From an optimization exercise on the open Yosys and OpenROAD flow, aimed at small area, a short achievable clock period and few clock cycles per item; shortcuts taken in it are not production practice.

==> 03-02 <==
==> flow/design.v (excerpt) <==
module fnv_lane_mix #(
  parameter int             LANES     = 4,
  parameter int             W         = 32,
  parameter logic [W-1:0]   FNV_PRIME = 32'h01000193
) (
  input  logic               clk,
  input  logic               rst,
  input  logic               in_valid,
  output logic               in_ready,
  input  logic [1:0]         mode,
  input  logic [LANES*W-1:0] a,
  input  logic [LANES*W-1:0] b,
  output logic               out_valid,
  input  logic               out_ready,
  output logic [LANES*W-1:0] c,
  output logic [W-1:0]       digest,
  output logic               out_err
);
  logic         adv;
  logic         v1_q, v2_q, v3_q;
  logic [1:0]   md1_q, md2_q, md3_q;
  logic         f1_q, f2_q;
  logic [W-1:0] r1_l0_q, r1_l3_q, r1_m1_q, r1_x1_q, r1_m2_q, r1_x2_q;
  logic [W-1:0] r2_l0_q, r2_l1_q, r2_l3_q, r2_m2_q, r2_x2_q;
  logic [W-1:0] r3_l0_q, r3_l1_q, r3_l3_q, r3_y2_q;
  logic [W-1:0] a0, a1, a2, a3, b0, b1, b2, b3;
  logic         md0, md1, md2;
  logic [W-1:0] p0, p3, p1, p2;
  logic [W-1:0] y0, y3, m1, x1, m2, x2, y1, y2;
  logic         l2;
  assign adv      = !v3_q || out_ready;
  assign in_ready = adv;
  assign {a3, a2, a1, a0} = a;
  assign {b3, b2, b1, b0} = b;
  assign md0 = (mode == 2'd0);
  assign md1 = (mode == 2'd1);
  assign md2 = (mode == 2'd2);
  fnv_mulp u_mul0 (.x(md1 ? (a0 ^ b0) : a0), .y(p0));
  fnv_mulp u_mul3 (.x(md1 ? (a3 ^ b3) : a3), .y(p3));
  assign y0 = p0 ^ (md0 ? b0 : md2 ? a1 : '0);
  assign y3 = p3 ^ (md0 ? b3 : '0);
  assign m1 = md1 ? (a1 ^ b1) : a1;
  assign x1 = md0 ? b1 : md2 ? a2 : '0;
  assign m2 = md1 ? (a2 ^ b2) : a2;
  assign x2 = md0 ? b2 : md2 ? a3 : '0;
  fnv_mulp u_mul1 (.x(f1_q ? r1_l0_q : r1_m1_q), .y(p1));
  assign y1 = p1 ^ r1_x1_q;
  assign l2 = !md2_q[1];
  fnv_mulp u_mul2 (.x(f2_q ? r2_l1_q : r2_m2_q), .y(p2));
  assign y2 = p2 ^ r2_x2_q;
  always_ff @(posedge clk) begin
    if (rst) begin
      v1_q <= 1'b0;
      v2_q <= 1'b0;
      v3_q <= 1'b0;
    end else if (adv) begin
      v1_q <= in_valid;
      v2_q <= v1_q;
      v3_q <= v2_q;
    end
  end
  always_ff @(posedge clk) begin
    if (adv) begin
      md1_q   <= mode;
      f1_q    <= md2;
  ...
==> module fnv_lane_mix, before the edit <==
module fnv_lane_mix #(
  parameter int             LANES     = 4,
  parameter int             W         = 32,
  parameter logic [W-1:0]   FNV_PRIME = 32'h01000193
) (
  input  logic               clk,
  input  logic               rst,
  input  logic               in_valid,
  output logic               in_ready,
  input  logic [1:0]         mode,
  input  logic [LANES*W-1:0] a,
  input  logic [LANES*W-1:0] b,
  output logic               out_valid,
  input  logic               out_ready,
  output logic [LANES*W-1:0] c,
  output logic [W-1:0]       digest,
  output logic               out_err
);
  logic         adv;
  logic         v1_q, v2_q, v3_q;
  logic [1:0]   md1_q, md2_q, md3_q;
  logic         f1_q, f2_q;
  logic [W-1:0] r1_l0_q, r1_l3_q, r1_m1_q, r1_x1_q, r1_m2_q, r1_x2_q;
  logic [W-1:0] r2_l0_q, r2_l1_q, r2_l3_q, r2_m2_q, r2_x2_q;
  logic [W-1:0] r3_l0_q, r3_l1_q, r3_l3_q, r3_y2_q;
  logic [W-1:0] a0, a1, a2, a3, b0, b1, b2, b3;
  logic         md0, md1, md2;
  logic [W-1:0] p0, p3, p1, p2;
  logic [W-1:0] y0, y3, m1, x1, m2, x2, y1, y2;
  logic         l2;
  assign adv      = !v3_q || out_ready;
  assign in_ready = adv;
  assign {a3, a2, a1, a0} = a;
  assign {b3, b2, b1, b0} = b;
  assign md0 = (mode == 2'd0);
  assign md1 = (mode == 2'd1);
  assign md2 = (mode == 2'd2);
  fnv_mulp u_mul0 (.x(md1 ? (a0 ^ b0) : a0), .y(p0));
  fnv_mulp u_mul3 (.x(md1 ? (a3 ^ b3) : a3), .y(p3));
  assign y0 = p0 ^ (md0 ? b0 : md2 ? a1 : '0);
  assign y3 = p3 ^ (md0 ? b3 : '0);
  assign m1 = md1 ? (a1 ^ b1) : a1;
  assign x1 = md0 ? b1 : md2 ? a2 : '0;
  assign m2 = md1 ? (a2 ^ b2) : a2;
  assign x2 = md0 ? b2 : md2 ? a3 : '0;
  fnv_mulp u_mul1 (.x(f1_q ? r1_l0_q : r1_m1_q), .y(p1));
  assign y1 = p1 ^ r1_x1_q;
  assign l2 = !md2_q[1];
  fnv_mulp u_mul2 (.x(f2_q ? r2_l1_q : r2_m2_q), .y(p2));
  assign y2 = p2 ^ r2_x2_q;
  always_ff @(posedge clk) begin
    if (rst) begin
      v1_q <= 1'b0;
      v2_q <= 1'b0;
      v3_q <= 1'b0;
    end else if (adv) begin
      v1_q <= in_valid;
      v2_q <= v1_q;
      v3_q <= v2_q;
    end
  end
  always_ff @(posedge clk) begin
    if (adv) begin
      md1_q   <= mode;
      f1_q    <= md2;
      r1_l0_q <= y0;
      r1_l3_q <= y3;
      r1_m1_q <= m1;
      r1_x1_q <= x1;
      r1_m2_q <= m2;
      r1_x2_q <= x2;
      md2_q   <= md1_q;
      f2_q    <= f1_q;
      r2_l0_q <= r1_l0_q;
      r2_l1_q <= y1;
      r2_l3_q <= r1_l3_q;
      r2_m2_q <= r1_m2_q;
      r2_x2_q <= r1_x2_q;
      md3_q   <= md2_q;
      r3_l0_q <= l2 ? r2_l0_q : '0;
      r3_l1_q <= l2 ? r2_l1_q : '0;
      r3_l3_q <= l2 ? r2_l3_q : '0;
      r3_y2_q <= y2;
    end
  end
  assign out_valid = v3_q;
  assign c         = {r3_l3_q, md3_q[1] ? '0 : r3_y2_q, r3_l1_q, r3_l0_q};
  assign digest    = (md3_q == 2'd2) ? r3_y2_q : '0;
  assign out_err   = (md3_q == 2'd3);
endmodule
export LEC_CHECK = 0
export CAP_MARGIN = 20
export CORE_MARGIN = 2
export CORE_UTILIZATION = 40
export CTS_BUF_LIST = sky130_fd_sc_hd__clkbuf_8
export CTS_CLUSTER_SIZE = 40
export SETUP_SLACK_MARGIN = 1.2
export SLEW_MARGIN = 20
create_clock -name core_clock -period 7.0 [get_ports {clk}]
run.sh (not shown) runs the stock make flow with config.mk's settings and CLKGATE_MAP_FILE= SYNTH_SCRIPT=/design/flow/synth_recipe.tcl, a recipe that flattens the netlist after the stock synthesis.
==> 05-25 (differences from 03-02) <==
--- a/flow/design.v
+++ b/flow/design.v
@@ -20,10 +20,10 @@
   logic         v1_q, v2_q, v3_q;
   logic [1:0]   md1_q, md2_q, md3_q;
-  logic         f1_q, f2_q;
+  logic         f1_q;
   logic [W-1:0] r1_l0_q, r1_l3_q, r1_m1_q, r1_x1_q, r1_m2_q, r1_x2_q;
   logic [W-1:0] r2_l0_q, r2_l1_q, r2_l3_q, r2_m2_q, r2_x2_q;
   logic [W-1:0] r3_l0_q, r3_l1_q, r3_l3_q, r3_y2_q;
   logic [W-1:0] a0, a1, a2, a3, b0, b1, b2, b3;
-  logic         md0, md1, md2;
+  logic [W-1:0] bx0, bx1, bx2, bx3;
   logic [W-1:0] p0, p3, p1, p2;
   logic [W-1:0] y0, y3, m1, x1, m2, x2, y1, y2;
@@ -33,19 +33,20 @@
   assign {a3, a2, a1, a0} = a;
   assign {b3, b2, b1, b0} = b;
-  assign md0 = (mode == 2'd0);
-  assign md1 = (mode == 2'd1);
-  assign md2 = (mode == 2'd2);
-  fnv_mulp u_mul0 (.x(md1 ? (a0 ^ b0) : a0), .y(p0));
-  fnv_mulp u_mul3 (.x(md1 ? (a3 ^ b3) : a3), .y(p3));
-  assign y0 = p0 ^ (md0 ? b0 : md2 ? a1 : '0);
-  assign y3 = p3 ^ (md0 ? b3 : '0);
-  assign m1 = md1 ? (a1 ^ b1) : a1;
-  assign x1 = md0 ? b1 : md2 ? a2 : '0;
-  assign m2 = md1 ? (a2 ^ b2) : a2;
-  assign x2 = md0 ? b2 : md2 ? a3 : '0;
-  fnv_mulp u_mul1 (.x(f1_q ? r1_l0_q : r1_m1_q), .y(p1));
+  assign bx0 = mode[0] ? a0 ^ b0 : a0;
+  assign bx1 = mode[0] ? a1 ^ b1 : a1;
+  assign bx2 = mode[0] ? a2 ^ b2 : a2;
+  assign bx3 = mode[0] ? a3 ^ b3 : a3;
+  fnv_mulp u_mul0 (.x(bx0), .y(p0));
+  fnv_mulp u_mul3 (.x(bx3), .y(p3));
+  assign y0 = p0 ^ (mode[1] ? a1 : mode[0] ? '0 : b0);
+  assign y3 = p3 ^ (mode[0] ? '0 : b3);
+  assign m1 = mode[1] ? y0 : bx1;
+  assign x1 = mode[1] ? a2 : mode[0] ? '0 : b1;
+  assign m2 = bx2;
+  assign x2 = mode[1] ? a3 : mode[0] ? '0 : b2;
+  fnv_mulp u_mul1 (.x(r1_m1_q), .y(p1));
   assign y1 = p1 ^ r1_x1_q;
   assign l2 = !md2_q[1];
-  fnv_mulp u_mul2 (.x(f2_q ? r2_l1_q : r2_m2_q), .y(p2));
+  fnv_mulp u_mul2 (.x(r2_m2_q), .y(p2));
   assign y2 = p2 ^ r2_x2_q;
   always_ff @(posedge clk) begin
@@ -63,5 +64,5 @@
     if (adv) begin
       md1_q   <= mode;
-      f1_q    <= md2;
+      f1_q    <= mode[1];
       r1_l0_q <= y0;
       r1_l3_q <= y3;
@@ -71,9 +72,8 @@
       r1_x2_q <= x2;
       md2_q   <= md1_q;
-      f2_q    <= f1_q;
       r2_l0_q <= r1_l0_q;
       r2_l1_q <= y1;
       r2_l3_q <= r1_l3_q;
-      r2_m2_q <= r1_m2_q;
+      r2_m2_q <= f1_q ? y1 : r1_m2_q;
       r2_x2_q <= r1_x2_q;
       md3_q   <= md2_q;
==> flow/flow/run.sh (new file) <==
#!/bin/bash
# Standard layout, but the port buffers that placement inserts on every input and
# output are the smallest buffer (buf_1); timing repair resizes them where needed.
set -euo pipefail
bash standard.sh BUFFER_PORTS_ARGS="-buffer_cell sky130_fd_sc_hd__buf_1" finish > flow_standard.log 2>&1
==> flow/standard.sh (new file) <==
#!/bin/bash
# synth_recipe.tcl (not shown) runs the flow's synth.tcl, then flattens the netlist and writes it again
# the make line also repeats each setting of config.mk as NAME=value (left out here)
make -C /OpenROAD-flow-scripts/flow DESIGN_CONFIG=/design/flow/config.mk WORK_HOME=/design/flow/orfs CLKGATE_MAP_FILE= SYNTH_SCRIPT=/design/flow/synth_recipe.tcl "${@:-finish}"
- CORE_UTILIZATION: 40 -> 65
- CTS_CLUSTER_SIZE: 40 -> unset
- SETUP_SLACK_MARGIN: 1.2 -> 1.6
removed: flow/run.sh
==> notes <==
In 03-02 the global-route usage is lower than in 05-25, by 11 points. Setup slack: 05-25 is better than 03-02 (0.0078 ns). Of 03-02 and 05-25, 05-25 has the higher non-clock buffer count (gap 95). Worst hold slack: 03-02 is lower than 05-25 (0.00078 ns). Of 03-02 and 05-25, 03-02 has the higher sequential cell count (gap 2). Of 05-25 and 03-02, 05-25 has the higher clock skew (gap 0.0037 ns). In 05-25 the clock-buffer cell count is lower than in 03-02, by 10.
Function was not checked in any run of this note: the RTL went through the layout flow alone.

## afterwards: timing with drivers on the ports
The flow's constraints put no driver on any port. The routed layouts listed below were extracted and timed again, unchanged, in two steps.
Step 1: set_driving_cell puts a clkbuf_16 on clk and a buf_2 on each other input, an assumption about the parent block.
Step 2 also shifts input and output timing later by t, the mid clock arrival at the registers, as if the neighbouring blocks saw the same clock.
Three values: no drivers, after step 1, after step 2; two values: the first two.
run | t (ns) | setup slack, ns | latest minus earliest clock arrival (ns)
03-02 | 0.736 | 1.386 / 1.416 / 0.679 | 0.037 / 0.037
05-25 | 0.727 | 1.394 / 1.306 / 0.579 | 0.042 / 0.042
After both steps every run listed still meets setup and hold. For 05-25, which loses most, drivers alone change the setup slack by -0.088 ns; drivers and shift together by -0.815 ns.
